From an optimization exercise on the open Yosys and OpenROAD flow, aimed at small area and a short achievable clock period; shortcuts taken in it are not production practice. RTL that was checked went through simulation tests only; none was proved equivalent to the original. The RTL of runs 2 to 5 was laid out without a check of its function. No run shown here takes its clock network from TritonCTS; it comes from the design's own scripts or RTL. No driver is modelled on the clock port, so clock power and skew are understated where the tree is cut down; a real chip needs a root buffer or a tree. Power figures rest on the tool's default switching activity, not on a simulated workload.

$ cat flow/flow/run.sh
#!/bin/bash
# The standard layout (the standard.sh: standard synthesis and ORFS flow),
# with two changes: the port buffers are buf_2 cells, and the clock tree is
# two levels of clock buffers built by flow/pre_cts.tcl instead of
# TritonCTS, whose root buffer drives leaves spread over the whole die. Each tool's full output stays in ORFS's own logs
# under orfs/logs; make's output goes to flow_make.log here.
set -euo pipefail
here=$(pwd)
bash standard.sh "BUFFER_PORTS_ARGS=-buffer_cell sky130_fd_sc_hd__buf_2" \
  "PRE_CTS_TCL=$here/flow/pre_cts.tcl" finish > flow_make.log 2>&1
$ cat flow/flow/mytree2.tcl
proc kmeans { pts nb } {
  # pts: list of {id x y}; returns list of cluster index per point
  set n [llength $pts]
  set sorted [lsort -integer -index 1 $pts]
  set cx {}; set cy {}
  for {set k 0} {$k < $nb} {incr k} {
    set s [lindex $sorted [expr {int(($k + 0.5) * $n / $nb)}]]
    lappend cx [lindex $s 1]; lappend cy [lindex $s 2]
  }
  set assign {}
  for {set iter 0} {$iter < 40} {incr iter} {
    set sx [lrepeat $nb 0.0]; set sy [lrepeat $nb 0.0]; set sc [lrepeat $nb 0]
    set assign {}
    foreach s $pts {
      lassign $s id x y
      set best 0; set bd 1e18
      for {set k 0} {$k < $nb} {incr k} {
        set dx [expr {$x - [lindex $cx $k]}]; set dy [expr {$y - [lindex $cy $k]}]
        set d [expr {$dx*$dx + $dy*$dy}]
        if {$d < $bd} { set bd $d; set best $k }
      }
      lappend assign $best
      lset sx $best [expr {[lindex $sx $best] + $x}]
      lset sy $best [expr {[lindex $sy $best] + $y}]
      lset sc $best [expr {[lindex $sc $best] + 1}]
    }
    for {set k 0} {$k < $nb} {incr k} {
      if {[lindex $sc $k] > 0} {
        lset cx $k [expr {int([lindex $sx $k] / [lindex $sc $k])}]
        lset cy $k [expr {int([lindex $sy $k] / [lindex $sc $k])}]
      }
    }
  }
  return [list $assign $cx $cy]
}

proc add_buf { block master name innet x y } {
  set buf [odb::dbInst_create $block $master $name]
  set net [odb::dbNet_create $block "${name}_net"]
  $net setSigType CLOCK
  [$buf findITerm A] connect $innet
  [$buf findITerm X] connect $net
  $buf setLocation $x $y
  $buf setPlacementStatus PLACED
  return $net
}

proc my_clock_tree2 { ntop leaf topcell leafcell } {
  set block [ord::get_db_block]
  set db [ord::get_db]
  set clknet [$block findNet clk]
  set sinks {}
  set i 0
  foreach it [$clknet getITerms] {
    lassign [[$it getInst] getLocation] x y
    lappend sinks [list $i $x $y]
    lappend iterms $it
    incr i
  }
  lassign [kmeans $sinks $ntop] top cx cy
  set mtop [$db findMaster $topcell]
  set mleaf [$db findMaster $leafcell]
  set nleaves 0
  for {set t 0} {$t < $ntop} {incr t} {
    set members {}
    foreach s $sinks a $top { if {$a == $t} { lappend members $s } }
    if {[llength $members] == 0} { continue }
    set tnet [add_buf $block $mtop "clkbuf_top_$t" $clknet [lindex $cx $t] [lindex $cy $t]]
    set nl [expr {int(ceil([llength $members] / double($leaf)))}]
    lassign [kmeans $members $nl] sub lx ly
    for {set l 0} {$l < $nl} {incr l} {
      set mine {}
      foreach s $members a $sub { if {$a == $l} { lappend mine [lindex $s 0] } }
      if {[llength $mine] == 0} { continue }
      set lnet [add_buf $block $mleaf "clkbuf_leaf_${t}_$l" $tnet [lindex $lx $l] [lindex $ly $l]]
      incr nleaves
      foreach i $mine {
        set it [lindex $iterms $i]
        $it disconnect
        $it connect $lnet
      }
    }
  }
  puts "my_clock_tree2: [llength $sinks] sinks, $ntop top buffers, $nleaves leaf buffers"
}
$ cat flow/flow/pre_cts.tcl
# Sourced by ORFS's cts.tcl before clock tree synthesis (PRE_CTS_TCL).
# Replaces TritonCTS's tree by a shallower balanced one: the clock port drives
# four top buffers (one per k-means cluster of flip-flops), each of which
# drives leaf buffers, one per sub-cluster of at most 20 flip-flops.
source [file join [file dirname [info script]] mytree2.tcl]
my_clock_tree2 4 20 sky130_fd_sc_hd__clkbuf_8 sky130_fd_sc_hd__clkbuf_8
rename clock_tree_synthesis triton_clock_tree_synthesis
proc clock_tree_synthesis { args } {
  puts "clock_tree_synthesis: tree built by pre_cts.tcl, TritonCTS not run"
  set_propagated_clock [all_clocks]
}
$ cat flow/standard.sh
#!/bin/bash
# synth_recipe.tcl (not shown) runs the flow's synth.tcl, then flattens the netlist and writes it again
# the make line also repeats each setting of config.mk as NAME=value (left out here)
make -C /OpenROAD-flow-scripts/flow DESIGN_CONFIG=/design/flow/config.mk WORK_HOME=/design/flow/orfs CLKGATE_MAP_FILE= SYNTH_SCRIPT=/design/flow/synth_recipe.tcl "${@:-finish}"
$ cat flow/config.mk
export PLATFORM = sky130hd
export DESIGN_NAME = wav_riff_stream_parser
export DESIGN_NICKNAME = wav_riff_stream_parser
export VERILOG_FILES = /design/flow/design.v
export SDC_FILE = /design/flow/constraint.sdc
export NUM_CORES = 4
export LEC_CHECK = 0
export ABC_AREA = 1
export CAP_MARGIN = 20
export CORE_MARGIN = 2
export CORE_UTILIZATION = 40
export SETUP_SLACK_MARGIN = 3.75
export SLEW_MARGIN = 20
$ cat flow/constraint.sdc
create_clock -name core_clock -period 6.0 [get_ports {clk}]
set_input_delay 1.2000 -clock core_clock [delete_from_list [all_inputs] [get_ports {clk}]]
set_output_delay 1.2000 -clock core_clock [all_outputs]
set_load 0.01 [all_outputs]
$ cat flow/design.v
`default_nettype none
package wrp_pkg;
    localparam logic [31:0] ID_RIFF_LE = 32'h4646_4952;
    localparam logic [31:0] ID_RIFF_SW = 32'h5249_4646;
    localparam logic [31:0] ID_FMT_LE  = 32'h2074_6D66;
    localparam logic [31:0] ID_FMT_SW  = 32'h666D_7420;
    localparam logic [31:0] ID_DATA_LE = 32'h6174_6164;
    localparam logic [31:0] ID_DATA_SW = 32'h6461_7461;
    localparam logic [31:0] TAG_WAVE   = 32'h4556_4157;
    localparam logic [4:0] WORD_BYTES    = 5'd4;
    localparam logic [4:0] FMT_TAG_END   = 5'd1;
    localparam logic [4:0] FMT_CHAN_END  = 5'd3;
    localparam logic [4:0] FMT_RATE_END  = 5'd7;
    localparam logic [4:0] FMT_BITS_END  = 5'd15;
    localparam logic [4:0] FMT_FIELD_SAT = 5'd16;
    localparam logic [15:0] PCM_TAG   = 16'd1;
    localparam logic [15:0] BITS_8    = 16'd8;
    localparam logic [15:0] BITS_16   = 16'd16;
    localparam logic [15:0] CHAN_MONO = 16'd1;
    localparam logic [15:0] CHAN_STEREO = 16'd2;
    localparam logic [1:0] KIND_FORMAT = 2'd0;
    localparam logic [1:0] KIND_SAMPLE = 2'd1;
    localparam logic [1:0] KIND_ERROR  = 2'd2;
    localparam logic [2:0] ERR_NONE      = 3'd0;
    localparam logic [2:0] ERR_NO_RIFF   = 3'd1;
    localparam logic [2:0] ERR_NO_WAVE   = 3'd2;
    localparam logic [2:0] ERR_NO_FMT    = 3'd3;
    localparam logic [2:0] ERR_NOT_PCM   = 3'd4;
    localparam logic [2:0] ERR_BAD_CHAN  = 3'd5;
    localparam logic [2:0] ERR_BAD_BITS  = 3'd6;
    localparam logic [2:0] ERR_NO_DATA   = 3'd7;
    typedef struct packed {
        logic [1:0]  out_kind;
        logic [15:0] sample_word;
        logic [1:0]  channel_count;
        logic [4:0]  sample_bits;
        logic [31:0] sample_rate_hz;
        logic [2:0]  error_code;
        logic        last_of_file;
    } result_t;
    typedef struct packed {
        logic    valid;
        result_t data;
    } push_t;
    function automatic logic [31:0] swap32(input logic [31:0] v);
        swap32 = {v[7:0], v[15:8], v[23:16], v[31:24]};
    endfunction
    function automatic logic [2:0] format_check(
        input logic [15:0] tag,
        input logic [15:0] chans,
        input logic [15:0] bits
    );
        if (tag != PCM_TAG)
            format_check = ERR_NOT_PCM;
        else if (chans != CHAN_MONO && chans != CHAN_STEREO)
            format_check = ERR_BAD_CHAN;
        else if (bits != BITS_8 && bits != BITS_16)
            format_check = ERR_BAD_BITS;
        else
            format_check = ERR_NONE;
    endfunction
endpackage
`default_nettype wire
`default_nettype none
module wav_riff_stream_parser (
    input  wire             clk,
    input  wire             rst_n,
    input  wire             bytes_valid,
    output wire             bytes_ready,
    input  wire  [7:0]      bytes_in_byte,
    input  wire             bytes_end_of_file,
    output wire             results_valid,
    input  wire             results_ready,
    output wire  [1:0]      results_out_kind,
    output wire  [15:0]     results_sample_word,
    output wire  [1:0]      results_channel_count,
    output wire  [4:0]      results_sample_bits,
    output wire  [31:0]     results_sample_rate_hz,
    output wire  [2:0]      results_error_code,
    output wire             results_last_of_file
);
    localparam logic [1:0] KIND_FORMAT = wrp_pkg::KIND_FORMAT;
    localparam logic [1:0] KIND_SAMPLE = wrp_pkg::KIND_SAMPLE;
    localparam logic [1:0] KIND_ERROR  = wrp_pkg::KIND_ERROR;
    localparam logic [5:0] PH_HDR   = 6'b000001;
    localparam logic [5:0] PH_CHK   = 6'b000010;
    localparam logic [5:0] PH_FMT   = 6'b000100;
    localparam logic [5:0] PH_SKIP  = 6'b001000;
    localparam logic [5:0] PH_DATA  = 6'b010000;
    localparam logic [5:0] PH_DRAIN = 6'b100000;
    logic [1:0]  step;
    logic        ready_q;
    logic        ready_o;             
    logic        proc;                
    logic        dec;                 
    logic        outv;
    logic [5:0]  phase;
    logic [4:0]  cnt;
    logic        swapped;
    logic        seen;
    logic [7:0]  r0, r1, r2, r3;      
    logic [7:0]  c0, c1, c2, c3;      
    logic        rb, cb, kb;          
    logic        rza, a1, a2;         
    logic        rz;                  
    logic        cl;                  
    logic        clt3;                
    logic        ma, mb;              
    logic        tagok;
    logic [1:0]  chan_q;
    logic [1:0]  bits_q;              
    logic [31:0] rate_q;
    logic [15:0] word_q;
    logic        eof_q;
    logic        cand0;               
    logic        r_load, c_load;      
    logic [1:0]  kind_q;
    logic [2:0]  err_q;
    logic        last_q;
    logic        emit_q, clrf_q;
    assign bytes_ready            = ready_o;
    assign results_valid          = outv;
    assign results_out_kind       = kind_q;
    assign results_sample_word    = word_q;
    assign results_channel_count  = chan_q;
    assign results_sample_bits    = {bits_q, 3'b000};
    assign results_sample_rate_hz = rate_q;
    assign results_error_code     = err_q;
    assign results_last_of_file   = last_q;
    logic st0, st3, upd0, pfin;
    assign st0  = (step == 2'd0);
    assign st3  = (step == 2'd3);
    assign upd0 = proc && st0;
    assign pfin = proc && st3;
    logic ph_hdr, ph_chk, ph_fmt, ph_skip, ph_data;
    assign ph_hdr  = phase[0];
    assign ph_chk  = phase[1];
    assign ph_fmt  = phase[2];
    assign ph_skip = phase[3];
    assign ph_data = phase[4];
    logic        b16;
    logic        data8;
    logic        hsel;
    logic [7:0]  b;
    logic [1:0]  k;
    logic [1:0]  tgt;
    assign b16   = bits_q[1];
    assign data8 = ph_data && !b16;
    assign hsel  = (cnt[0] ^ swapped) &&
                   ((ph_fmt && (cnt[4:2] != 3'd1)) || (ph_data && b16));
    assign b     = word_q[7:0];
    assign k     = cnt[1:0];
    assign tgt   = cnt[1:0] ^ {swapped, swapped};
    logic f1, f2, f8, f16;
    assign f1  = (word_q == 16'd1);
    assign f2  = (word_q == 16'd2);
    assign f8  = (word_q == 16'd8);
    assign f16 = (word_q == 16'd16);
    logic       r_dec, c_dec;
    logic       r_bin, c_bin, k_bin;
    logic       accept, nxt_proc;
    logic [7:0] r_alu, c_alu, w_sl;
    logic [7:0] r_bw, c_bw;
    logic [7:0] w_lt, w_gt;
    logic       k_lt;
    assign accept   = ready_q && bytes_valid;
    assign nxt_proc = accept || (proc && !st3);
    assign r_dec    = !rz && ((ph_hdr && cnt[3]) || ph_chk || ph_fmt || ph_skip);
    assign c_dec    = ph_fmt || ph_skip || ph_data;
    assign r_bin = rb;
    assign c_bin = cb;
    assign k_bin = kb && !st0;
    always_comb
    begin
        for (int i = 0; i < 8; i++)
        begin
            r_bw[i] = r_bin && ((r3 & ((8'd1 << i) - 8'd1)) == 8'd0);
            c_bw[i] = c_bin && ((c3 & ((8'd1 << i) - 8'd1)) == 8'd0);
        end
    end
    assign r_alu = r_load ? b : (r3 ^ r_bw);
    assign c_alu = c_load ? b : (c3 ^ c_bw);
    assign w_sl = c_load ? b : c3;
    assign w_lt = ~w_sl & r3;
    assign w_gt = w_sl & ~r3;
    logic [3:0] lt2, gt2;
    logic [1:0] lt4, gt4;
    logic       lt8, gt8;
    always_comb
    begin
        for (int i = 0; i < 4; i++)
        begin
            lt2[i] = w_lt[2*i+1] || (!w_gt[2*i+1] && w_lt[2*i]);
            gt2[i] = w_gt[2*i+1] || (!w_lt[2*i+1] && w_gt[2*i]);
        end
        for (int i = 0; i < 2; i++)
        begin
            lt4[i] = lt2[2*i+1] || (!gt2[2*i+1] && lt2[2*i]);
            gt4[i] = gt2[2*i+1] || (!lt2[2*i+1] && gt2[2*i]);
        end
        lt8 = lt4[1] || (!gt4[1] && lt4[0]);
        gt8 = gt4[1] || (!lt4[1] && gt4[0]);
    end
    assign k_lt = lt8 || (!gt8 && k_bin);
    logic zr, zc, zc1, zc2;
    assign zr  = r_load ? (b == 8'd0) : ((r3[7:1] == 7'd0) && (r3[0] == r_bin));
    assign zc  = c_load ? (b == 8'd0) : ((c3[7:1] == 7'd0) && (c3[0] == c_bin));
    assign zc1 = c_load ? (b[7:1] == 7'd0) :
                 c_bin  ? ((c3[7:2] == 6'd0) && (c3[1] ^ c3[0])) : (c3[7:1] == 7'd0);
    assign zc2 = c_load ? (b[7:2] == 6'd0) :
                 c_bin  ? (((c3[7:3] == 5'd0) && (c3[2:0] != 3'd0)) || (c3 == 8'd4))
                        : (c3[7:2] == 6'd0);
    logic wz1, wlt3;
    assign wz1     = a1 && zc;
    assign wlt3    = a2 && zc && !(c2[1] && c2[0]);
    always_ff @(posedge clk)
    begin
        r0 <= r_alu;
        r1 <= r0;
        r2 <= r1;
        r3 <= r2;
        c0 <= c_alu;
        c1 <= c0;
        c2 <= c1;
        c3 <= c2;
        rb <= st3 ? (accept && r_dec) : (r_bw[7] && !r3[7]);
        cb <= st3 ? (accept && c_dec) : (c_bw[7] && !c3[7]);
        kb <= k_lt;
        r_load <= nxt_proc && ph_hdr && (cnt[3:2] == 2'd1) && ((step + 2'd1) == tgt);
        c_load <= nxt_proc && ph_chk && cnt[2] && ((step + 2'd1) == tgt);
        rza <= (st0 || rza) && zr;
        a1  <= st0 ? zc1 : (a1 && zc);
        a2  <= st0 ? zc2 : (a2 && zc);
        if (st3)
        begin
            rz   <= rza && zr;
            cl   <= wz1;
            clt3 <= wlt3;
        end
    end
    logic       cand;
    logic [7:0] e_a;
    assign cand = (k != 2'd0) ? mb : cand0;
    always_comb
    begin
        e_a = 8'h00;
        if (ph_hdr && cnt[3])
        begin
            case (k)             
                2'd0: e_a = 8'h57;
                2'd1: e_a = 8'h41;
                2'd2: e_a = 8'h56;
                default: e_a = 8'h45;
            endcase
        end
        else
        begin
            case ({ph_hdr, swapped && !ph_hdr, cand, k})
                5'b10000: e_a = 8'h52;
                5'b10001: e_a = 8'h49;
                5'b10010: e_a = 8'h46;
                5'b10011: e_a = 8'h46;
                5'b10100: e_a = 8'h46;
                5'b10101: e_a = 8'h46;
                5'b10110: e_a = 8'h49;
                5'b10111: e_a = 8'h52;
                5'b00000: e_a = 8'h66;
                5'b00001: e_a = 8'h6D;
                5'b00010: e_a = 8'h74;
                5'b00011: e_a = 8'h20;
                5'b00100: e_a = 8'h64;
                5'b00101: e_a = 8'h61;
                5'b00110: e_a = 8'h74;
                5'b00111: e_a = 8'h61;
                5'b01000: e_a = 8'h20;
                5'b01001: e_a = 8'h74;
                5'b01010: e_a = 8'h6D;
                5'b01011: e_a = 8'h66;
                5'b01100: e_a = 8'h61;
                5'b01101: e_a = 8'h74;
                5'b01110: e_a = 8'h61;
                default:  e_a = 8'h64;
            endcase
        end
    end
    logic mlo, mhi;
    always_ff @(posedge clk)
    begin
        mlo <= (b[3:0] == e_a[3:0]);
        mhi <= (b[7:4] == e_a[7:4]);
        if (proc && (step == 2'd1) && id_byte)
            ma <= ((k == 2'd0) || ma) && mlo && mhi;
    end
    logic id_byte, fmt_start, rate_wr;
    assign id_byte   = (ph_hdr && (cnt[3:2] != 2'd1)) || (ph_chk && !cnt[2]);
    assign fmt_start = ph_chk && (cnt == 5'd7) && ma && !mb && !seen;
    assign rate_wr   = upd0 && ph_fmt && (cnt[4:2] == 3'd1);
    logic d_hdr_r, d_hdr_w, d_hdr3, d_hdr11, d_chk0z, d_chk_adv, d_sz;
    logic d_fmt15, d_fmtlt15, d_fmtge16, d_skip, d_d8, d_d16lo, d_d16hi, d_drain;
    assign d_hdr3    = ph_hdr && (cnt == 5'd3);
    assign d_hdr11   = ph_hdr && (cnt == 5'd11);
    assign d_hdr_w   = ph_hdr && (cnt >= 5'd7) && (cnt <= 5'd10);
    assign d_hdr_r   = ph_hdr && (cnt <= 5'd6) && (cnt != 5'd3);
    assign d_chk0z   = ph_chk && (cnt == 5'd0) && rz;
    assign d_chk_adv = ph_chk && (cnt <= 5'd6) && !((cnt == 5'd0) && rz);
    assign d_sz      = ph_chk && (cnt == 5'd7);
    assign d_fmt15   = ph_fmt && (cnt == 5'd15);
    assign d_fmtlt15 = ph_fmt && (cnt < 5'd15);
    assign d_fmtge16 = ph_fmt && cnt[4];
    assign d_skip    = ph_skip;
    assign d_d8      = ph_data && !b16;
    assign d_d16lo   = ph_data && b16 && !cnt[0];
    assign d_d16hi   = ph_data && b16 && cnt[0];
    assign d_drain   = phase[5];
    logic s_hdr_r, s_hdr_w, s_hdr3, s_hdr11, s_chk0z, s_chk_adv, s_sz;
    logic s_fmt15, s_fmtlt15, s_fmtge16, s_skip, s_d8, s_d16lo, s_d16hi, s_drain;
    logic ok;
    assign s_hdr_r   = d_hdr_r;
    assign s_hdr_w   = d_hdr_w;
    assign s_hdr3    = d_hdr3;
    assign s_hdr11   = d_hdr11;
    assign s_chk0z   = d_chk0z;
    assign s_chk_adv = d_chk_adv;
    assign s_fmt15   = d_fmt15;
    assign s_fmtlt15 = d_fmtlt15;
    assign s_fmtge16 = d_fmtge16;
    assign s_skip    = d_skip;
    assign s_d8      = d_d8;
    assign s_d16lo   = d_d16lo;
    assign s_d16hi   = d_d16hi;
    assign s_drain   = d_drain;
    always_ff @(posedge clk)
    begin
        s_sz      <= d_sz;
        ok        <= tagok && (chan_q != 2'd0) && (bits_q != 2'd0);
    end
    logic chanz;
    assign chanz = (chan_q == 2'd0);
    logic emit_ne, emit_e, emit, sample, format, last;
    logic g_a, g_1, g_2, g_f, g_7;
    logic [2:0] err;
    logic [1:0] kind;
    assign emit_ne = (s_hdr3 && !ma) || (s_hdr11 && !ma) || s_chk0z ||
                     s_fmt15 || (s_fmtlt15 && cl) || s_d8 || s_d16hi;
    assign emit_e  = !s_drain;
    assign emit    = eof_q ? emit_e : emit_ne;
    assign sample  = s_d8 || s_d16hi;
    assign format  = s_fmt15 && ok && !eof_q;
    assign kind    = sample ? KIND_SAMPLE : format ? KIND_FORMAT : KIND_ERROR;
    assign last    = eof_q || !((s_fmt15 && ok) || (s_d8 && !cl) || (s_d16hi && !clt3));
    assign g_a   = s_chk0z || s_chk_adv || s_fmtge16 || s_skip ||
                   (s_hdr11 && ma) || (s_fmtlt15 && !cl);           
    assign g_1   = s_hdr3 || s_hdr_r;
    assign g_2   = (s_hdr11 && !ma) || s_hdr_w;
    assign g_f   = (s_fmt15 && !ok) || (s_fmtlt15 && cl);            
    assign g_7   = (s_fmt15 && ok && eof_q) || s_d16lo;
    assign err[2] = (g_a && seen) || g_f || g_7;
    assign err[1] = g_a || g_2 || (g_f && tagok && !chanz) || g_7;
    assign err[0] = g_a || g_1 || (g_f && tagok && chanz) || g_7;
    logic go_drain, go_chk;
    logic [5:0] ph_n;
    logic [4:0] cnt_n, cnt_inc;
    logic c_inc, c_one, c_zero;
    assign go_drain = (emit_ne && !sample && !(s_fmt15 && ok)) ||
                      (s_d8 && cl) || (s_d16hi && clt3);
    assign go_chk   = (s_hdr11 && ma) || (((s_fmt15 && ok) || s_fmtge16 || s_skip) && cl);
    assign ph_n     = go_drain ? PH_DRAIN : go_chk ? PH_CHK : phase;
    assign cnt_inc = cnt + 5'd1;
    assign c_inc   = s_hdr_r || s_hdr_w || s_hdr3 || s_chk_adv || s_fmtlt15 ||
                     (s_fmt15 && !(ok && cl));
    assign c_one   = s_d16lo;
    assign c_zero  = s_hdr11 || (s_fmt15 && ok && cl) || (s_fmtge16 && cl) || s_d16hi;
    assign cnt_n   = c_inc ? cnt_inc : c_one ? 5'd1 : c_zero ? 5'd0 : cnt;
    logic fmtk, datk, othk;
    logic sz_wz, sz_ed, sz_tb, sz_emit;
    logic [2:0] sz_err;
    logic [5:0] sz_ph;
    assign fmtk   = ma && !mb && !seen;
    assign datk   = ma && mb;
    assign othk   = !fmtk && !datk;
    assign sz_wz  = cl && !c3[0];
    assign sz_ed  = b16 ? cl : sz_wz;
    assign sz_tb  = c0[7] || (!kb && !sz_wz);
    assign sz_emit = fmtk ? (sz_wz || eof_q) :
                     datk ? (!seen || (eof_q && !sz_ed)) :
                            (sz_tb || eof_q);
    assign sz_err  = fmtk ? (sz_wz ? 3'd4 : 3'd3) : {seen, 2'b11};
    assign sz_ph   = fmtk ? (sz_wz ? PH_DRAIN : PH_FMT) :
                     datk ? ((!seen || sz_ed) ? PH_DRAIN : PH_DATA) :
                            (sz_tb ? PH_DRAIN : sz_wz ? PH_CHK : PH_SKIP);
    always_ff @(posedge clk or negedge rst_n)
    begin
        if (!rst_n)
        begin
            step    <= 2'd0;
            ready_q <= 1'b0;
            proc    <= 1'b0;
            dec     <= 1'b0;
            outv    <= 1'b0;
            phase   <= PH_HDR;
            cnt     <= 5'd0;
            swapped <= 1'b0;
            seen    <= 1'b0;
        end
        else
        begin
            step    <= step + 2'd1;
            ready_q <= (step == 2'd2) && !proc && !dec && !(outv && !results_ready);
            if (ready_q && bytes_valid)
                proc <= 1'b1;
            else if (st3)
                proc <= 1'b0;
            dec <= pfin;
            if (dec)
                outv <= s_sz ? sz_emit : emit_q;
            else if (results_ready)
                outv <= 1'b0;
            if ((pfin && !s_sz) || (dec && s_sz))
            begin
                if (eof_q)
                begin
                    phase   <= PH_HDR;
                    cnt     <= 5'd0;
                    swapped <= 1'b0;
                    seen    <= 1'b0;
                end
                else if (s_sz)
                begin
                    phase   <= sz_ph;
                    cnt     <= 5'd0;
                end
                else
                begin
                    phase   <= ph_n;
                    cnt     <= cnt_n;
                    if (s_hdr3)
                        swapped <= mb;
                    if (s_fmt15 && ok)
                        seen <= 1'b1;
                end
            end
        end
    end
    always_ff @(posedge clk)
        ready_o <= (step == 2'd2) && !proc && !dec && !(outv && !results_ready);
    always_ff @(posedge clk)
    begin
        if (ready_q)
        begin
            eof_q  <= bytes_end_of_file;
            cand0  <= ph_hdr  ? bytes_in_byte[2] :
                      swapped ? bytes_in_byte[0] : !bytes_in_byte[1];
            if (data8)
                word_q <= {8'd0, bytes_in_byte};
            else if (hsel)
                word_q[15:8] <= bytes_in_byte;
            else
                word_q[7:0] <= bytes_in_byte;
        end
        else if (dec && (s_sz || (emit_q && (kind_q != KIND_SAMPLE))))
            word_q <= 16'd0;
        if (upd0)
        begin
            if (id_byte)
                mb <= cand;
            if (fmt_start)
                tagok <= 1'b0;
            else if (ph_fmt && (cnt == 5'd1))
                tagok <= f1;
        end
        if (pfin)
        begin
            emit_q <= emit;
            clrf_q <= s_sz ? !seen : (emit && !(seen || (s_fmt15 && ok)));
            kind_q <= kind;
            err_q  <= err;
            last_q <= last;
        end
        else if (dec && s_sz)
        begin
            kind_q <= KIND_ERROR;
            err_q  <= sz_err;
            last_q <= 1'b1;
        end
        if (dec && clrf_q)
        begin
            chan_q <= 2'd0;
            bits_q <= 2'd0;
            rate_q <= 32'd0;
        end
        else
        begin
            if (upd0 && fmt_start)
            begin
                chan_q <= 2'd0;
                bits_q <= 2'd0;
            end
            else if (upd0 && ph_fmt && (cnt == 5'd3))
                chan_q <= {f2, f1};
            else if (upd0 && ph_fmt && (cnt == 5'd15))
                bits_q <= {f16, f8};
            if (rate_wr && tgt == 2'd0)
                rate_q[7:0]   <= b;
            if (rate_wr && tgt == 2'd1)
                rate_q[15:8]  <= b;
            if (rate_wr && tgt == 2'd2)
                rate_q[23:16] <= b;
            if (rate_wr && tgt == 2'd3)
                rate_q[31:24] <= b;
        end
    end
endmodule
`default_nettype wire
==> results of run 1 <==
## what timing repair did
item / in CTS / in global routing
pin swaps: 0 / 3
resized for setup: 4 / 15
endpoints found under the setup margin: 26 / 54
setup buffers: 12 / 1
## stage by stage
step / total power [mW] / setup slack, ns
finish: 1.86 / 3.78
floorplan: 1.29 / 3.90
detailed placement: 1.35 / 3.45
global placement: 1.35 / 3.57
global route: 1.94 / 3.65
CTS: 1.87 / 3.75
## worst min-delay path by stage
stage	start	endpoint	slack, ns	cells past startpoint
after floorplan	c0[0]$_DFF_P_	c1[0]$_DFF_P_	0.31	0
after global placement	r2[3]$_DFF_P_	r3[3]$_DFF_P_	0.31	0
after detailed placement	r0[6]$_DFF_P_	r1[6]$_DFF_P_	0.31	0
after CTS	r0[6]$_DFF_P_	r1[6]$_DFF_P_	0.31	0
after global routing	r0[6]$_DFF_P_	r1[6]$_DFF_P_	0.33	0
final	r0[6]$_DFF_P_	r1[6]$_DFF_P_	0.32	0
## sequential cells by signal (all words and copies together), names as in the netlist, 3 cells and up
name    cells
c0          8
c1          8
c2          8
c3          8
cnt         5
err_q       3
phase       6
r0          8
r1          8
r2          8
r3          8
rate_q     32
word_q     16
## layout by cell type (no fill, tap or decap), drive strengths merged
| master | Yosys | routed |
|---|---|---|
| o21a | 4 | 4 |
| conb | 1 | 3 |
| a32oi | 1 | 1 |
| a31o | 1 | 1 |
| a21oi | 49 | 49 |
| nor4 | 5 | 5 |
| clkinvlp | 0 | 2 |
| diode | 0 | 1 |
| o31ai | 2 | 2 |
| buf | 16 | 85 |
| o221ai | 1 | 1 |
| nor3b | 1 | 1 |
| clkbuf | 6 | 14 |
| and3 | 1 | 1 |
| a21boi | 3 | 3 |
| dfxtp | 113 | 113 |
| o32ai | 1 | 1 |
| dfrtp | 18 | 18 |
| dfstp | 1 | 1 |
| nand4 | 15 | 15 |
| or2 | 3 | 3 |
| a22oi | 1 | 1 |
| o21ai | 89 | 89 |
| xnor2 | 4 | 4 |
| a31oi | 7 | 7 |
| ha | 18 | 18 |
| o211ai | 6 | 6 |
| nand3 | 53 | 53 |
| edfxtp | 32 | 32 |
| nor2b | 1 | 1 |
| nor2 | 94 | 94 |
| o41ai | 1 | 1 |
| and2 | 1 | 1 |
| clkinv | 5 | 5 |
| o22ai | 3 | 3 |
| xor2 | 1 | 1 |
| nand2 | 168 | 168 |
| a211oi | 1 | 1 |
| nor3 | 10 | 10 |
| inv | 98 | 96 |
## power groups by stage
stage,sequential (mW),combinational (mW),clock [mW]
after floorplan,1.18,0.117,0
after global placement,1.19,0.152,0
after detailed placement,1.19,0.153,0
after CTS,1.16,0.174,0.531
after global routing,1.16,0.201,0.576
final,1.16,0.179,0.516
## worst register-to-register path: stages, from the launching register on
cell and delay (ns):
dfrtp_2 0.44, ha_2 0.24, nand2_1 0.11, nor2_1 0.05
ha_1 0.20, nand2_2 0.10, inv_1 0.06, nand2_2 0.10
inv_2 0.07, a22oi_2 0.22, nand2_1 0.08, o21ai_1 0.14
nand2_1 0.07
## synthesized netlist by cell type (2+ instances only)
| cell | number |
|---|---|
| nand2_1 | 165 |
| dfxtp_1 | 113 |
| nor2_1 | 90 |
| inv_1 | 89 |
| o21ai_0 | 72 |
| a21oi_1 | 48 |
| nand3_1 | 48 |
| edfxtp_1 | 32 |
| dfrtp_1 | 18 |
| ha_1 | 18 |
| o21ai_1 | 17 |
| nand4_1 | 15 |
| nor3_1 | 9 |
| inv_2 | 8 |
| a31oi_1 | 7 |
| buf_4 | 6 |
| clkbuf_1 | 6 |
| o211ai_1 | 6 |
| buf_6 | 5 |
| nand3_2 | 5 |
| buf_2 | 4 |
| clkinv_2 | 4 |
| nor4_1 | 4 |
| o21a_1 | 4 |
| nand2_2 | 3 |
| nor2_2 | 3 |
| o22ai_1 | 3 |
| a21boi_0 | 2 |
| o31ai_1 | 2 |
| or2_2 | 2 |
| xnor2_1 | 2 |
| xnor2_2 | 2 |
## area by class of cell
cell class	count	area, sq um	area share, %
multi-input combinational	548	2800	35.7
sequential	164	3700	47.2
antenna	1	2.50	0.0319
timing repair buffer	85	458	5.84
buffer	14	193	2.46
inverter	103	402	5.12
tap	225	282	3.59
## cell families after synthesis
kind of cell               count (synthesis)  share of synthesized area (%)
DFF                                      164                           52.8
and+or+nand+nor                          352                           21.9
AOI/OAI and AO/OA                        170                           13.3
adders and majority gates                 18                           3.21
buffers and inverters                    125                           7.89
xor gates and xnor gates                   5                          0.839
other                                      1                         0.0535
## per-layer routing
layer  wire (um)  global-route usage [%]
met4         569                    6.25
met1        8420                    27.7
met5           0                       0
met3        1030                    2.91
met2        8080                    31.8
==> results.txt, run 1 <==
ys async rst share=a little under an eighth; largest net degree at the start of global routing=35; Starting Density=40.6%; height of the die=between 100 and 150 um; Slew Limit Fails=0; Worst path depth=1; final period utilization=37.1%; crit-path cells=buf_2; Clk pwr share=27.8%; worst min path class=flop to flop; leakage power=~3.6 nW; first-pass GRT wire length=29,200 um; Yosys top cell area share=32.3%; initial antenna violation count=0; top_reg_cell synth=dfxtp_1; switching share of power=about 24%; R2R depth=12; skew final=0.0356 ns; Ports=76; routed vias=roughly 5,800; DRT iter0 DRCs=317; Routability Congestion=0.957; post-synth cell types=55; # setup viols final=0; Setup crit start=word_q[4]$_SDFFCE_PN0P_; Cell Area, Synth=7010 sq um; Mapped Cells=835; fmax=450 MHz; Hold Violations, Final=0; Worst Path Buf+Inv=1; P_sw=0.448 mW; reg-to-reg setup timing slack=3.86 ns; fin cells=between 1,000 and 1,500; number of flops mapped to enable cells by yosys=32; All-Layer GR Usage=approximately a fifth; Reg power frac=roughly 63%; combinational power share=9.6%; worst slew pin tran=between 1 and 1.5 ns; PD cells=237 nW/um^2; Cells after DPL=1,112; largest area contributor in the netlist=dfxtp_1; Crit path max-delay family=flip-flops; Max-Cap Viols=0; Max-slew headroom=29.8%; Req. time, crit path=4.80 ns; hold_ws=roughly 0.32 ns; latest clock arrival within the worst-skew pair=0.31 ns; per-cell routed wire length=15.9 um; reg2reg end=err_q[0]$_DFFE_PP_; endpoint type of the worst setup path=output port; nets=~950; RSZ-0062 raised after global routing=true; CTS Hold Bufs=0; routed wire length=18,100 um; Max stage delay on crit path=0.52 ns; crit path max fanout=3; total negative setup slack=0 ns; startpoint types=flop; Worst EP arrival=1.02 ns; Reg-to-Reg Start=cnt[0]$_DFFE_PN0P_; Worst-path clk slew=about 0.12 ns; die area=18,600 sq um; Antenna Nets Post-Route=0; drt first pass iters=5; Ys Warns=1; Seq/Total Area, Yosys=52.8%; DIE WIDTH=~140 um; filler cell count=1,733; Cell Int Power=1.41 mW; fin util=about 45%; leading post-synthesis cells by cell area=dfxtp_1, edfxtp_1, nand2_1; post-route cell area=7840 sq um; I/O Buffers=72; vias in the first global route=5,502; P&R area growth vs syn=11.9%; total global routing overflow=0; Row Count=48; share of cells above drive strength 1=16.4%; Post-DP HPWL=13,400 um; Critical Path End=results_sample_word[4]; worst setup path class=flop to output port; status=no timing/DRC/antenna violations; worst vdd ir=0.199 mV; CP max-delay cell=edfxtp_1; core region area=17,200 sq um; Period minus WS final=2.22 ns; DRC viols=0; Yosys reg bits=164; placed cell areas=7500 sq um; vias per cell=about 5; Syn Area/Cell=8.39 sq um
==> run 2: changes to the inputs <==
--- a/flow/design.v
+++ b/flow/design.v
@@ -316,21 +316,21 @@
     logic s_fmt15, s_fmtlt15, s_fmtge16, s_skip, s_d8, s_d16lo, s_d16hi, s_drain;
     logic ok;
-    assign s_hdr_r   = d_hdr_r;
-    assign s_hdr_w   = d_hdr_w;
-    assign s_hdr3    = d_hdr3;
-    assign s_hdr11   = d_hdr11;
-    assign s_chk0z   = d_chk0z;
-    assign s_chk_adv = d_chk_adv;
-    assign s_fmt15   = d_fmt15;
-    assign s_fmtlt15 = d_fmtlt15;
-    assign s_fmtge16 = d_fmtge16;
-    assign s_skip    = d_skip;
-    assign s_d8      = d_d8;
-    assign s_d16lo   = d_d16lo;
-    assign s_d16hi   = d_d16hi;
-    assign s_drain   = d_drain;
     always_ff @(posedge clk)
     begin
+        s_hdr_r   <= d_hdr_r;
+        s_hdr_w   <= d_hdr_w;
+        s_hdr3    <= d_hdr3;
+        s_hdr11   <= d_hdr11;
+        s_chk0z   <= d_chk0z;
+        s_chk_adv <= d_chk_adv;
         s_sz      <= d_sz;
+        s_fmt15   <= d_fmt15;
+        s_fmtlt15 <= d_fmtlt15;
+        s_fmtge16 <= d_fmtge16;
+        s_skip    <= d_skip;
+        s_d8      <= d_d8;
+        s_d16lo   <= d_d16lo;
+        s_d16hi   <= d_d16hi;
+        s_drain   <= d_drain;
         ok        <= tagok && (chan_q != 2'd0) && (bits_q != 2'd0);
     end
==> flow/flow/run.sh (replaced) <==
#!/bin/bash
# The standard layout (the standard.sh: standard synthesis and ORFS flow),
# with two changes: the port buffers are buf_1 cells, and the clock tree is
# two levels of clock buffers built by flow/pre_cts.tcl instead of
# TritonCTS, whose root buffer drives leaves spread over the whole die. Each tool's full output stays in ORFS's own logs
# under orfs/logs; make's output goes to flow_make.log here.
set -euo pipefail
here=$(pwd)
bash standard.sh "BUFFER_PORTS_ARGS=-buffer_cell sky130_fd_sc_hd__buf_1" \
  "PRE_CTS_TCL=$here/flow/pre_cts.tcl" finish > flow_make.log 2>&1
--- a/flow/flow/mytree2.tcl
+++ b/flow/flow/mytree2.tcl
@@ -70,13 +70,12 @@
     lassign [kmeans $members $nl] sub lx ly
     for {set l 0} {$l < $nl} {incr l} {
-      set mine {}
-      foreach s $members a $sub { if {$a == $l} { lappend mine [lindex $s 0] } }
-      if {[llength $mine] == 0} { continue }
       set lnet [add_buf $block $mleaf "clkbuf_leaf_${t}_$l" $tnet [lindex $lx $l] [lindex $ly $l]]
       incr nleaves
-      foreach i $mine {
-        set it [lindex $iterms $i]
-        $it disconnect
-        $it connect $lnet
+      foreach s $members a $sub {
+        if {$a == $l} {
+          set it [lindex $iterms [lindex $s 0]]
+          $it disconnect
+          $it connect $lnet
+        }
       }
     }
==> flow/flow/pre_cts.tcl (replaced) <==
# Sourced by ORFS's cts.tcl before clock tree synthesis (PRE_CTS_TCL).
# Replaces TritonCTS's tree by a shallower balanced one: the clock port drives
# four top buffers (one per k-means cluster of flip-flops), each of which
# drives leaf buffers, one per sub-cluster of at most 14 flip-flops.
source [file join [file dirname [info script]] mytree2.tcl]
my_clock_tree2 4 14 sky130_fd_sc_hd__clkbuf_8 sky130_fd_sc_hd__clkbuf_8
rename clock_tree_synthesis triton_clock_tree_synthesis
proc clock_tree_synthesis { args } {
  puts "clock_tree_synthesis: tree built by pre_cts.tcl, TritonCTS not run"
  set_propagated_clock [all_clocks]
}
--- a/flow/config.mk
+++ b/flow/config.mk
@@ -10,4 +10,4 @@
 export CORE_MARGIN = 2
 export CORE_UTILIZATION = 40
-export SETUP_SLACK_MARGIN = 3.75
+export SETUP_SLACK_MARGIN = 3.8
 export SLEW_MARGIN = 20
==> run 2 against run 1 <==
Compared with the run above: global-route usage fell by 0.69 points; final cell count rose by 3.3%; synthesized area rose by 3.3%; critical path depth did not move; register-to-register slack improved by 0.08 ns; clock skew rose by 0.0070 ns; largest power group unchanged.
==> results.txt, run 2 <==
Yosys top cell area share=35.1%; filler cell count=1,792; DRT iter0 DRCs=543; worst min path class=flop to flop; DRC viols=0; fin cells=1,178; total global routing overflow=0; leading post-synthesis cells by cell area=dfxtp_1, edfxtp_1, nand2_1; worst vdd ir=0.134 mV; latest clock arrival within the worst-skew pair=0.31 ns; I/O Buffers=72; endpoint type of the worst setup path=output port; post-synth cell types=45; Ys Warns=1; number of diodes=0; Largest register FFs=32; worst slew pin tran=0.937 ns; pre-CTS setup slack=between 3 and 4 ns; Post-synth top cells=nand2_1, inv_1, dfxtp_1; Row Count=49; Final Total Pwr=2.06 mW; Yosys reg bits=178; All-Layer GR Usage=a little under a fifth; worst setup path class=flop to output port; largest net degree at the start of global routing=34; Max stage delay on crit path=~0.51 ns; routed wire length=19,100 um; Max-slew headroom=37.4%; # setup viols final=0; Mapped Cells=864; vias in the first global route=5,421; P&R area growth vs syn=12.1%; Period minus WS final=2.17 ns; skew final=0.0426 ns; ys async rst share=a little over a tenth; drt first pass iters=5; startpoint types=flop; Syn Area/Cell=8.37 sq um; vias per cell=5.07; Setup WS post-layout=3.83 ns; number of flops mapped to enable cells by yosys=32; Slew Limit Fails=0; Worst EP arrival=0.97 ns; Worst Path Buf+Inv=1; biggest regs=rate_q (32), word_q (16); fmax=around 460 MHz; status=no timing/DRC/antenna violations; Routability Congestion=0.925; largest area contributor in the netlist=dfxtp_1; Max-Cap Viols=0; Reg-to-Reg Start=swapped$_DFFE_PN0P_; core region area=17,800 sq um; min-delay src=r1[7]$_DFF_P_; total negative setup slack=0 ns; Cells after DPL=1,145; Ports=76; CP max-delay cell=edfxtp_1; most frequent cells in the layout=nand2_1, inv_1, dfxtp_1; PD cells=254 nW/um^2; die area=19,200 sq um; Req. time, crit path=between 4 and 5 ns; per-cell routed wire length=16.2 um; Hold Violations, Final=0; Cell Area, Synth=around 7200 sq um; top_reg_cell synth=dfxtp_1; Antenna Nets Post-Route=0; Worst-path clk slew=around 0.08 ns; height of the die=138 um; DIE WIDTH=138 um; Biggest register=rate_q; share of cells above drive strength 1=under 10%; crit-path cells=buf_1; initial antenna violation count=0; leakage power=3.54 nW; Crit path max-delay family=flip-flops; Seq/Total Area, Yosys=55.0%; routed vias=5,974; final period utilization=~36%; crit path max fanout=2; nets=980; Post-DP HPWL=14,000 um; most frequent cell after synthesis=nand2_1; RSZ-0062 raised after global routing=false; Setup crit start=word_q[4]$_SDFFCE_PN0P_; Starting Density=40.5%; leading cell type in the layout, fill and taps excluded=nand2_1; first-pass GRT wire length=29,800 um; fin util=45.4%
## run 2: changes by cell type after synthesis, moves of 4 or more
cell      previous run  this run
o21ai_0             72        93
clkinv_2             4         0
nand4_1             15         9
nor2_1              90        74
nand2_1            165       160
clkbuf_1             6        12
a21oi_1             48        54
inv_1               89       133
nor3_1               9        18
inv_2                8         3
o21ai_1             17         3
dfxtp_1            113       127
## run 2: report_power, final
| group | internal [mW] | switching [mW] | leakage, nW |
|---|---|---|---|
| Combinational | 0.0558 | 0.107 | 1.83 |
| Sequential | 1.24 | 0.0230 | 1.57 |
| Clock | 0.286 | 0.352 | 0.137 |
| Total | 1.58 | 0.482 | 3.54 |
## run 2: worst register-to-register path, delay by kind of cell (launching register included)
family / cells / cell delay [ns]
AOI/OAI and AO/OA: 1 / 0.40
and+or+nand+nor: 1 / 0.16
DFF: 1 / 0.55
xor gates and xnor gates: 1 / 0.55
## run 2: final timing paths
check	endpoint	cells after the start	slack, ns
setup / recovery	results_sample_word[4]	1	3.83
hold / removal	r2[7]$_DFF_P_	0	0.32
setup reg to reg	word_q[13]$_SDFFCE_PP0P_	3	3.94
hold reg to reg	r2[7]$_DFF_P_	0	0.32
max in group asynchronous	step[0]$_DFF_PN0_	1	4.80
min in group asynchronous	ready_q$_DFF_PN0_	1	0.83
## run 2: final cells by class
cell class | instances | area [sq um] | share of cell area (%)
Buffer | 19 | 262 | 3.23
Timing Repair Buffer | 87 | 389 | 4.80
Inverter | 136 | 513 | 6.33
Multi-Input combinational cell | 529 | 2670 | 32.9
Sequential cell | 178 | 3990 | 49.2
Tap cell | 229 | 287 | 3.53
## run 2: stage by stage
stage                     area (sq um)  hold WS, ns
final                             8110        0.320
after CTS                         7990        0.320
after detailed placement          7670        0.312
after global placement            7670        0.310
after floorplan                   7240        0.310
after global routing              8110        0.325
## run 2: routing by layer
| layer | track usage [%] | share of wire (%) | up-vias |
|---|---|---|---|
| li1 | - | - | 2972 |
| met1 | 29.6 | 48 | 2720 |
| met2 | 28.9 | 42 | 252 |
| met3 | 2.67 | 8.6 | 30 |
| met4 | 3.49 | 1.9 | 0 |
| met5 | 0 | 0 | - |
## run 2: timing repair
action | in CTS | in global routing
endpoints found under the setup margin | 9 | 48
setup buffers | 7 | 7
pin swaps | 0 | 1
hold buffers | 0 | 0
hold endpoints to repair | 0 | 0
resized for setup | 3 | 18
## run 2: kinds of logic (layout without fill, tap and decap cells)
logic type	Yosys count	after routing	synth area share, %
other cells	1	3	0.0518
fa+ha+maj	16	16	2.77
simple gates	327	327	19.1
buf+inv	159	242	8.86
compound gates	177	177	13.2
flops	178	178	55.0
xor+xnor	6	6	0.934
==> run 3: changes to the inputs <==
--- a/flow/design.v
+++ b/flow/design.v
@@ -83,10 +83,10 @@
     localparam logic [1:0] KIND_SAMPLE = wrp_pkg::KIND_SAMPLE;
     localparam logic [1:0] KIND_ERROR  = wrp_pkg::KIND_ERROR;
-    localparam logic [5:0] PH_HDR   = 6'b000001;
-    localparam logic [5:0] PH_CHK   = 6'b000010;
-    localparam logic [5:0] PH_FMT   = 6'b000100;
-    localparam logic [5:0] PH_SKIP  = 6'b001000;
-    localparam logic [5:0] PH_DATA  = 6'b010000;
-    localparam logic [5:0] PH_DRAIN = 6'b100000;
+    localparam logic [2:0] PH_HDR   = 3'd0;
+    localparam logic [2:0] PH_CHK   = 3'd1;
+    localparam logic [2:0] PH_FMT   = 3'd2;
+    localparam logic [2:0] PH_SKIP  = 3'd3;
+    localparam logic [2:0] PH_DATA  = 3'd4;
+    localparam logic [2:0] PH_DRAIN = 3'd5;
     logic [1:0]  step;
     logic        ready_q;
@@ -95,5 +95,5 @@
     logic        dec;                 
     logic        outv;
-    logic [5:0]  phase;
+    logic [2:0]  phase;
     logic [4:0]  cnt;
     logic        swapped;
@@ -134,9 +134,9 @@
     assign pfin = proc && st3;
     logic ph_hdr, ph_chk, ph_fmt, ph_skip, ph_data;
-    assign ph_hdr  = phase[0];
-    assign ph_chk  = phase[1];
-    assign ph_fmt  = phase[2];
-    assign ph_skip = phase[3];
-    assign ph_data = phase[4];
+    assign ph_hdr  = (phase == PH_HDR);
+    assign ph_chk  = (phase == PH_CHK);
+    assign ph_fmt  = (phase == PH_FMT);
+    assign ph_skip = (phase == PH_SKIP);
+    assign ph_data = (phase == PH_DATA);
     logic        b16;
     logic        data8;
@@ -312,25 +312,25 @@
     assign d_d16lo   = ph_data && b16 && !cnt[0];
     assign d_d16hi   = ph_data && b16 && cnt[0];
-    assign d_drain   = phase[5];
+    assign d_drain   = !(ph_hdr || ph_chk || ph_fmt || ph_skip || ph_data);
     logic s_hdr_r, s_hdr_w, s_hdr3, s_hdr11, s_chk0z, s_chk_adv, s_sz;
     logic s_fmt15, s_fmtlt15, s_fmtge16, s_skip, s_d8, s_d16lo, s_d16hi, s_drain;
     logic ok;
+    assign s_hdr_r   = d_hdr_r;
+    assign s_hdr_w   = d_hdr_w;
+    assign s_hdr3    = d_hdr3;
+    assign s_hdr11   = d_hdr11;
+    assign s_chk0z   = d_chk0z;
+    assign s_chk_adv = d_chk_adv;
+    assign s_fmt15   = d_fmt15;
+    assign s_fmtlt15 = d_fmtlt15;
+    assign s_fmtge16 = d_fmtge16;
+    assign s_skip    = d_skip;
+    assign s_d8      = d_d8;
+    assign s_d16lo   = d_d16lo;
+    assign s_d16hi   = d_d16hi;
+    assign s_drain   = d_drain;
     always_ff @(posedge clk)
     begin
-        s_hdr_r   <= d_hdr_r;
-        s_hdr_w   <= d_hdr_w;
-        s_hdr3    <= d_hdr3;
-        s_hdr11   <= d_hdr11;
-        s_chk0z   <= d_chk0z;
-        s_chk_adv <= d_chk_adv;
         s_sz      <= d_sz;
-        s_fmt15   <= d_fmt15;
-        s_fmtlt15 <= d_fmtlt15;
-        s_fmtge16 <= d_fmtge16;
-        s_skip    <= d_skip;
-        s_d8      <= d_d8;
-        s_d16lo   <= d_d16lo;
-        s_d16hi   <= d_d16hi;
-        s_drain   <= d_drain;
         ok        <= tagok && (chan_q != 2'd0) && (bits_q != 2'd0);
     end
@@ -359,5 +359,5 @@
     assign err[0] = g_a || g_1 || (g_f && tagok && chanz) || g_7;
     logic go_drain, go_chk;
-    logic [5:0] ph_n;
+    logic [2:0] ph_n;
     logic [4:0] cnt_n, cnt_inc;
     logic c_inc, c_one, c_zero;
@@ -375,5 +375,5 @@
     logic sz_wz, sz_ed, sz_tb, sz_emit;
     logic [2:0] sz_err;
-    logic [5:0] sz_ph;
+    logic [2:0] sz_ph;
     assign fmtk   = ma && !mb && !seen;
     assign datk   = ma && mb;
--- a/flow/flow/mytree2.tcl
+++ b/flow/flow/mytree2.tcl
@@ -70,12 +70,13 @@
     lassign [kmeans $members $nl] sub lx ly
     for {set l 0} {$l < $nl} {incr l} {
+      set mine {}
+      foreach s $members a $sub { if {$a == $l} { lappend mine [lindex $s 0] } }
+      if {[llength $mine] == 0} { continue }
       set lnet [add_buf $block $mleaf "clkbuf_leaf_${t}_$l" $tnet [lindex $lx $l] [lindex $ly $l]]
       incr nleaves
-      foreach s $members a $sub {
-        if {$a == $l} {
-          set it [lindex $iterms [lindex $s 0]]
-          $it disconnect
-          $it connect $lnet
-        }
+      foreach i $mine {
+        set it [lindex $iterms $i]
+        $it disconnect
+        $it connect $lnet
       }
     }
==> run 3 against run 2 <==
Compared with the run above: die area is 3.8% lower; utilization grew 0.98 points; design area fell by 2.0%; maximum frequency down 1.7%; synthesized cell count down 1.9%; first-iteration DRC count is 22% lower; via count fell by 3.0%; register-to-register slack got worse by 0.04 ns; combinational power grew 100%; hold slack worse by 0.040 ns; flip-flop and latch count down 17; critical path type unchanged.
==> results.txt, run 3 <==
vias in the first global route=5,517; largest family of logic cells by synthesized area=simple AND/OR/NAND/NOR gates; Worst path depth=1; Crit path max-delay family=flip-flops; leading cell type in the layout, fill and taps excluded=nand2_1; initial antenna violation count=0; Row Count=48; worst slew pin tran=0.709 ns; Max stage delay on crit path=0.51 ns; worst hold path stage count=0; routed wire length=18,100 um; Cell Area, Synth=6950 sq um; startpoint types=flop; P&R area growth vs syn=14.3%; post-synth cell types=48; CTS Hold Bufs=0; Synth Area in Compound Gates=14.7%; top_reg_cell synth=dfxtp_1; per-cell routed wire length=15.5 um; total global routing overflow=0; skew final=0.0837 ns; first-pass GRT wire length=28,700 um; Slew Limit Fails=0; fmax=453 MHz; Worst Path Buf+Inv=1; crit path max fanout=2; Post-DP HPWL=13,200 um; DRT iter0 DRCs=424; Antenna Nets Post-Route=0; Yosys reg bits=between 150 and 200; Reg-to-Reg Start=phase[2]$_DFFE_PN0P_; core region area=17,100 sq um; final period utilization=36.8%; latest clock arrival within the worst-skew pair=0.34 ns; routed vias=5,796; ys async rst share=about 10%; Post-synth top cells=nand2_1, inv_1, dfxtp_1; CP max-delay cell=edfxtp_1; Worst EP arrival=1.01 ns; DRC viols=0; Ports=76; # setup viols final=0; crit-path cells=buf_1; All-Layer GR Usage=19.6%; die area=18,400 sq um; Worst-path clk slew=0.10 ns; Syn Area/Cell=8.19 sq um; Post-Synth XOR/XNOR Area=less than 1%; height of the die=approximately 140 um; largest area contributor in the netlist=dfxtp_1; simple-gate share of the synthesized area=20.1%; Period minus WS final=between 2 and 2.5 ns; total negative setup slack=0 ns; most frequent cells in the layout=nand2_1, inv_1, dfxtp_1; Routability Congestion=0.906; vias per cell=4.98; number of diodes=0; PD cells=259 nW/um^2; Setup crit start=word_q[6]$_SDFFCE_PN0P_; Yosys top cell area share=about a third; Mapped Cells=between 800 and 900; drt first pass iters=6; Biggest register=rate_q; I/O Buffers=72; RSZ-0062 raised after global routing=true; endpoint type of the worst setup path=output port; Hold Violations, Final=0; Largest register FFs=32; Seq/Total Area, Yosys=52.1%; status=no timing/DRC/antenna violations; Req. time, crit path=between 4 and 5 ns; Starting Density=40.6%; Max-Cap Viols=0; Max-slew headroom=52.7%; post-synthesis adder-cell area fraction=between 3 and 4%; Ys Warns=1; worst setup path class=flop to output port; leading post-synthesis cells by cell area=dfxtp_1, edfxtp_1, nand2_1; R2R depth=9; leakage power=3.54 nW; worst vdd ir=0.135 mV; mux cell area share after synthesis=0%; biggest regs=rate_q (32), word_q (16); hold_ws=0.280 ns; most frequent cell after synthesis=nand2_1; share of cells above drive strength 1=10.1%; number of flops mapped to enable cells by yosys=32; worst min path class=flop to flop; nets=973; min-delay src=c1[0]$_DFF_P_; largest net degree at the start of global routing=34; DIE WIDTH=136 um
==> run 3: changes by cell type in the layout (fill, tap and decap cells not counted), sizes merged, moves of 3 or more <==
cell	delta
dfxtp	-14
nor2	+10
buf	+8
nand3	-7
a31oi	+4
inv	-4
nand2	-4
nand4	+4
o21ai	-4
o31ai	+4
a21oi	-3
nor4	-3
xor2	-3
==> run 3: final timing paths <==
path,endpoint,slack (ns)
setup / recovery,results_sample_word[6],3.79
hold / removal,c2[0]$_DFF_P_,0.28
setup reg to reg,err_q[0]$_DFFE_PP_,3.90
hold reg to reg,c2[0]$_DFF_P_,0.28
max in group asynchronous,cnt[0]$_DFFE_PN0P_,4.78
min in group asynchronous,ready_q$_DFF_PN0_,0.84
==> run 3: final cells by class <==
class / instances / area [sq um]
fillers: 1740 / 9170
repair buffers: 96 / 468
multi-input cells: 531 / 2810
flip-flops and latches: 161 / 3630
plain buffers: 17 / 234
inverters: 135 / 520
well taps: 225 / 282
==> run 3: per-stage QoR <==
step	instances	area, sq um	util, %	setup slack [ns]	power, mW
after global routing	1165	7950	46.4	3.76	2.16
after floorplan	850	6960	-	3.92	1.37
after detailed placement	1124	7380	43.1	3.43	1.45
after global placement	1124	7380	43.1	3.56	1.45
final	1165	7950	46.4	3.79	2.05
after CTS	1156	7770	45.4	3.78	2.03
==> run 3: cell families after synthesis <==
kind of cell,Yosys count
flip-flops,161
adder cells (fa/ha/maj),18
AND/OR/NAND/NOR,325
XOR/XNOR,5
buffers and inverters,158
AO/OA/AOI/OAI,180
other,1
==> run 3: repair_timing <==
| item | 4_1_cts | 5_1_grt |
|---|---|---|
| gates resized for setup | 17 | 29 |
| buffers inserted | 15 | 9 |
| pin swaps | 1 | 4 |
| endpoints found under the setup margin | 61 | 71 |
==> run 3: power breakdown <==
group          switching [mW]  leakage (nW)  internal [mW]
registers              0.0255          1.41           1.13
logic                   0.214          2.01          0.114
clock network           0.316         0.122          0.256
==> run 3: layer usage <==
| metal | vias to the layer above | routed length, um | global-route usage (%) |
|---|---|---|---|
| li1 | 2948 | - | - |
| met3 | 38 | 1110 | 3.33 |
| met4 | 0 | 448 | 5.03 |
| met5 | - | 0 | 0 |
| met1 | 2626 | 8490 | 27.9 |
| met2 | 184 | 8050 | 31.0 |
==> run 4: changes to the inputs <==
--- a/flow/design.v
+++ b/flow/design.v
@@ -284,12 +284,7 @@
         end
     end
-    logic mlo, mhi;
     always_ff @(posedge clk)
-    begin
-        mlo <= (b[3:0] == e_a[3:0]);
-        mhi <= (b[7:4] == e_a[7:4]);
         if (proc && (step == 2'd1) && id_byte)
-            ma <= ((k == 2'd0) || ma) && mlo && mhi;
-    end
+            ma <= ((k == 2'd0) || ma) && (b == e_a);
     logic id_byte, fmt_start, rate_wr;
     assign id_byte   = (ph_hdr && (cnt[3:2] != 2'd1)) || (ph_chk && !cnt[2]);
@@ -316,4 +311,5 @@
     logic s_fmt15, s_fmtlt15, s_fmtge16, s_skip, s_d8, s_d16lo, s_d16hi, s_drain;
     logic ok;
+    assign ok = tagok && (chan_q != 2'd0) && (bits_q != 2'd0);
     assign s_hdr_r   = d_hdr_r;
     assign s_hdr_w   = d_hdr_w;
@@ -333,5 +329,4 @@
     begin
         s_sz      <= d_sz;
-        ok        <= tagok && (chan_q != 2'd0) && (bits_q != 2'd0);
     end
     logic chanz;
--- a/flow/config.mk
+++ b/flow/config.mk
@@ -10,4 +10,4 @@
 export CORE_MARGIN = 2
 export CORE_UTILIZATION = 40
-export SETUP_SLACK_MARGIN = 3.8
+export SETUP_SLACK_MARGIN = 3.75
 export SLEW_MARGIN = 20
==> run 4 against run 3 <==
Compared with the run above: setup slack lost 0.023 ns; power down 3.6%; hold slack better by 0.046 ns; utilization is 0.64 points lower; die area decreased by 0.37%; maximum frequency down 1.0%; critical path depth did not move; register-to-register slack about the same; routed wire length rose by 1.5%; sequential power is essentially flat; combinational power decreased by 9.8%; design area shrank 1.4%.
==> results.txt, run 4 <==
Clk pwr share=27.7%; Largest register FFs=32; routed vias=5,870; Crit path max-delay family=flip-flops; top_reg_cell synth=dfxtp_1; final period utilization=37.2%; Worst Path Buf+Inv=1; vias per cell=5.02; Cells after DPL=1,134; number of diodes=0; die area=18,400 sq um; worst slew pin tran=1.01 ns; first-pass GRT wire length=28,600 um; switching share of power=27.1%; worst setup path class=flop to output port; crit path max fanout=2; drt first pass iters=6; Starting Density=40.4%; share of cells above drive strength 1=7.62%; initial antenna violation count=1; CTS Hold Bufs=0; status=no timing/DRC/antenna violations; height of the die=136 um; hold_ws=between 0.3 and 0.4 ns; Period minus WS final=around 2.2 ns; Ys Warns=1; largest net degree at the start of global routing=34; Reg power frac=57.3%; # setup viols final=0; number of flops mapped to enable cells by yosys=32; Max-Cap Viols=0; vias in the first global route=between 5,000 and 6,000; worst vdd ir=0.186 mV; nets=around 980; fin cells=between 1,000 and 1,500; Hold Violations, Final=0; All-Layer GR Usage=19.6%; post-route cell area=7840 sq um; leading cell type in the layout, fill and taps excluded=nand2_1; post-synth cell types=43; most frequent cells in the layout=nand2_1, inv_1, dfxtp_1; total negative setup slack=0 ns; Final Total Pwr=1.98 mW; crit-path cells=buf_1; endpoint type of the worst setup path=output port; Worst EP arrival=approximately 1.0 ns; Mapped Cells=863; skew final=0.0656 ns; DRT iter0 DRCs=516; busiest metal layer after global routing=met1; RSZ-0062 raised after global routing=true; Routability Congestion=0.929; Yosys top cell area share=31.8%; PD cells=253 nW/um^2; latest clock arrival within the worst-skew pair=0.33 ns; Slew Limit Fails=0; Post-DP HPWL=13,100 um; Req. time, crit path=~4.8 ns; Cell Area, Synth=6920 sq um; most frequent cell after synthesis=nand2_1; leakage power=3.42 nW; routed wire length=between 15,000 and 20,000 um; biggest regs=rate_q (32), word_q (16); Syn Area/Cell=8.02 sq um; leading post-synthesis cells by cell area=dfxtp_1, edfxtp_1, nand2_1; Row Count=between 40 and 50; Antenna Nets Post-Route=0; ys async rst share=10.1%; Cell Int Power=1.44 mW; DRC viols=0; per-cell routed wire length=15.7 um; met3 Use GR=2.69%; CP max-delay cell=edfxtp_1; P&R area growth vs syn=13.2%; met2 GRT Util=29.0%; core region area=17,100 sq um; I/O Buffers=72; worst min path class=flop to flop; Seq/Total Area, Yosys=51.5%; fmax=around 450 MHz; combinational power share=~15%; largest area contributor in the netlist=dfxtp_1; met1 Resource Use GR=slightly above 30%; DIE WIDTH=136 um; startpoint types=flop; Post-synth top cells=nand2_1, inv_1, dfxtp_1; Yosys reg bits=158; Worst-path clk slew=roughly 0.12 ns; P_sw=0.537 mW; total global routing overflow=0; Ports=76; Biggest register=rate_q; Max stage delay on crit path=~0.53 ns; placed cell areas=7320 sq um; Max-slew headroom=about 32%
==> run 4: cell types whose count changed in the layout (fill, tap and decap cells not counted), sizes merged, moves of 3 or more <==
cell / change
nand2: +7
nand3: +7
inv: +6
nand4: -4
clkbuf: -3
dfxtp: -3
nor3: -3
==> run 4: final timing paths <==
| kind | start | end | slack, ns | cells after the start |
|---|---|---|---|---|
| setup / recovery | word_q[3]$_SDFFCE_PN0P_ | results_sample_word[3] | 3.77 | 1 |
| hold / removal | r1[6]$_DFF_P_ | r2[6]$_DFF_P_ | 0.33 | 0 |
| setup reg to reg | cnt[0]$_DFFE_PN0P_ | cnt[4]$_DFFE_PN0P_ | 3.91 | 13 |
| hold reg to reg | r1[6]$_DFF_P_ | r2[6]$_DFF_P_ | 0.33 | 0 |
| max in group asynchronous | rst_n | cnt[0]$_DFFE_PN0P_ | 4.73 | 1 |
| min in group asynchronous | rst_n | outv$_DFFE_PN0P_ | 0.82 | 1 |
==> run 4: routing by layer <==
metal | vias to the layer above | part of all wire (%)
li1 | 2951 | -
met1 | 2668 | 50
met2 | 221 | 41
met3 | 28 | 7.2
met4 | 2 | 1.9
met5 | - | 0.071
==> run 4: what timing repair did <==
item / CTS / global route
pin swaps: 2 / 1
setup buffers: 16 / 4
setup endpoints to repair: 57 / 66
resized for setup: 10 / 25
==> run 4: cell families after synthesis <==
logic type / share of synthesized area, %
DFF: 51.5
adders and majority gates: 3.25
xor gates and xnor gates: 0.633
AOI/OAI and AO/OA: 14.1
buffers and inverters: 9.76
and+or+nand+nor: 20.7
other: 0.0542
==> run 4: area by class of cell <==
cell class	count	area, sq um
multi-input combinational	541	2820
timing repair buffer	92	434
fill	1691	9280
inverter	138	518
buffer	16	220
tap	225	282
sequential	158	3570
==> run 4: power groups by stage <==
stage / registers (mW) / clock network [mW] / logic, mW
floorplan: 1.16 / 0 / 0.194
global placement: 1.17 / 0 / 0.248
detailed placement: 1.17 / 0 / 0.248
CTS: 1.13 / 0.566 / 0.280
global route: 1.14 / 0.608 / 0.334
finish: 1.13 / 0.549 / 0.296
==> run 4: stage by stage <==
| stage | worst slack (ns) | util [%] |
|---|---|---|
| after global placement | 3.42 | 42.8 |
| after floorplan | 3.97 | - |
| after CTS | 3.66 | 45.1 |
| after detailed placement | 3.40 | 42.8 |
| after global routing | 3.67 | 45.8 |
| final | 3.77 | 45.8 |
==> run 5: changes to the inputs <==
==> flow/flow/pre_cts.tcl (replaced) <==
# Sourced by ORFS's cts.tcl before clock tree synthesis (PRE_CTS_TCL).
# Replaces TritonCTS's tree by a shallower balanced one: the clock port drives
# four top buffers (one per k-means cluster of flip-flops), each of which
# drives leaf buffers, one per sub-cluster of at most 20 flip-flops.
source [file join [file dirname [info script]] mytree2.tcl]
my_clock_tree2 4 20 sky130_fd_sc_hd__clkbuf_8 sky130_fd_sc_hd__clkbuf_8
rename clock_tree_synthesis triton_clock_tree_synthesis
proc clock_tree_synthesis { args } {
  puts "clock_tree_synthesis: tree built by pre_cts.tcl, TritonCTS not run"
  set_propagated_clock [all_clocks]
}
==> run 5 against run 4 <==
Compared with the run above: sequential power barely moved; utilization fell by 0.18 points; critical path depth did not move; via count rose by 0.22%; hold slack got worse by 0.0057 ns; synthesized cell count did not move; global-route usage barely moved; design area fell by 0.38%; still clean on timing, DRC and antenna; power fell by 2.8%; largest power group unchanged; setup slack improved by 0.0040 ns; clock skew barely moved; die area did not move.
==> results.txt, run 5 <==
post-synth cell types=43; Final Total Pwr=1.93 mW; largest area contributor in the netlist=dfxtp_1; vias in the first global route=5,260; Cell Area, Synth=between 6000 and 7000 sq um; Max-slew headroom=31.7%; CP max-delay cell=edfxtp_1; endpoint type of the worst setup path=output port; leakage power=3.40 nW; ys async rst share=between 10% and 20%; most frequent cell after synthesis=nand2_1; Mapped Cells=863; Reg-to-Reg Start=step[0]$_DFF_PN0_; top_reg_cell synth=dfxtp_1; routed vias=about 5,900; total negative setup slack=0 ns; leading cell type in the layout, fill and taps excluded=nand2_1; Hold Violations, Final=0; Syn Area/Cell=about 8 sq um; Setup WS post-layout=between 3 and 4 ns; Antenna Nets Post-Route=0; latest clock arrival within the worst-skew pair=0.33 ns; Routability Congestion=0.929; Largest register FFs=32; PD cells=~250 nW/um^2; biggest regs=rate_q (32), word_q (16); DRC viols=0; Ports=76; DIE WIDTH=136 um; Max stage delay on crit path=0.52 ns; All-Layer GR Usage=19.7%; RSZ-0062 raised after global routing=true; Worst EP arrival=1.03 ns; worst vdd ir=~0.19 mV; height of the die=between 100 and 150 um; Yosys reg bits=158; status=no timing/DRC/antenna violations; Post-DP HPWL=13,100 um; leading post-synthesis cells by cell area=dfxtp_1, edfxtp_1, nand2_1; share of cells above drive strength 1=7.44%; reg-to-reg setup timing slack=a little under 4 ns; fmax=449 MHz; first-pass GRT wire length=28,600 um; per-cell routed wire length=about 16 um; Period minus WS final=2.23 ns; I/O Buffers=roughly 70; DRT iter0 DRCs=555; R2R depth=12; Worst-path clk slew=0.12 ns; Req. time, crit path=4.80 ns; startpoint types=flop; number of flops mapped to enable cells by yosys=32; nets=974; die area=18,400 sq um; Yosys top cell area share=31.8%; Critical Path End=results_sample_word[3]; core region area=17,100 sq um; P&R area growth vs syn=12.8%; # setup viols final=0; Post-synth top cells=nand2_1, inv_1, dfxtp_1; Worst path depth=1; skew final=roughly 0.065 ns; Starting Density=40.4%; fin util=a little under half; worst slew pin tran=1.02 ns; initial antenna violation count=1; final period utilization=between 30 and 40%; Slew Limit Fails=0; Seq/Total Area, Yosys=51.5%; worst min path class=flop to flop; routed wire length=18,300 um
run 5: cell count changes in the layout (fill, tap and decap cells not counted), sizes merged:
cell    previous run  this run
clkbuf            17        14
buf               91        90
run 5: worst min path at each step:
stage,cells after the start,to,startpoint,slack (ns)
CTS,0,c2[2]$_DFF_P_,c1[2]$_DFF_P_,0.33
detailed placement,0,c1[1]$_DFF_P_,c0[1]$_DFF_P_,0.31
global placement,0,r3[5]$_DFF_P_,r2[5]$_DFF_P_,0.31
global route,0,c2[3]$_DFF_P_,c1[3]$_DFF_P_,0.33
finish,0,c2[3]$_DFF_P_,c1[3]$_DFF_P_,0.32
floorplan,0,c1[0]$_DFF_P_,c0[0]$_DFF_P_,0.31
run 5: cell type report:
cell class                      instances  area, sq um
Tap cell                              225          282
Inverter                              138          518
Multi-Input combinational cell        541         2830
Buffer                                 13          179
Fill cell                            1690         9310
Timing Repair Buffer                   91          427
Sequential cell                       158         3570
run 5: cell families (layout without fill, tap and decap cells):
group           after synthesis  in the layout  share of synthesized area [%]
xor+xnor                      5              5                          0.633
flops                       158            158                           51.5
fa+ha+maj                    18             18                           3.25
other cells                   1              3                         0.0542
buf+inv                     166            242                           9.76
compound gates              180            180                           14.1
simple gates                335            335                           20.7
run 5: layer usage:
layer  vias to the layer above  share of wire [%]  track usage, %
met3                        27                6.8            2.58
met5                         -              0.071               0
met1                      2674                 50            30.7
met2                       231                 41            29.4
met4                         2                1.7            3.30
li1                       2949                  -               -
run 5: what timing repair did:
| item | 4_1_cts | 5_1_grt |
|---|---|---|
| buffers inserted | 16 | 3 |
| pin swaps | 2 | 2 |
| hold buffers | 0 | 0 |
| endpoints found under the setup margin | 57 | 67 |
| gates resized for setup | 11 | 28 |
run 5: per-stage QoR:
| step | cell area [sq um] | instances | hold WS (ns) |
|---|---|---|---|
| 6_report | 7810 | 1166 | 0.320 |
| 5_1_grt | 7810 | 1166 | 0.332 |
| 4_1_cts | 7670 | 1163 | 0.325 |
| 3_5_place_dp | 7320 | 1134 | 0.312 |
| 3_3_place_gp | 7320 | 1134 | 0.310 |
| 2_1_floorplan | 6930 | 865 | 0.310 |
run 5: power breakdown:
group	internal (mW)	total [mW]	switching (mW)
Sequential	1.11	1.14	0.0263
Combinational	0.0967	0.301	0.204
Clock	0.197	0.489	0.292
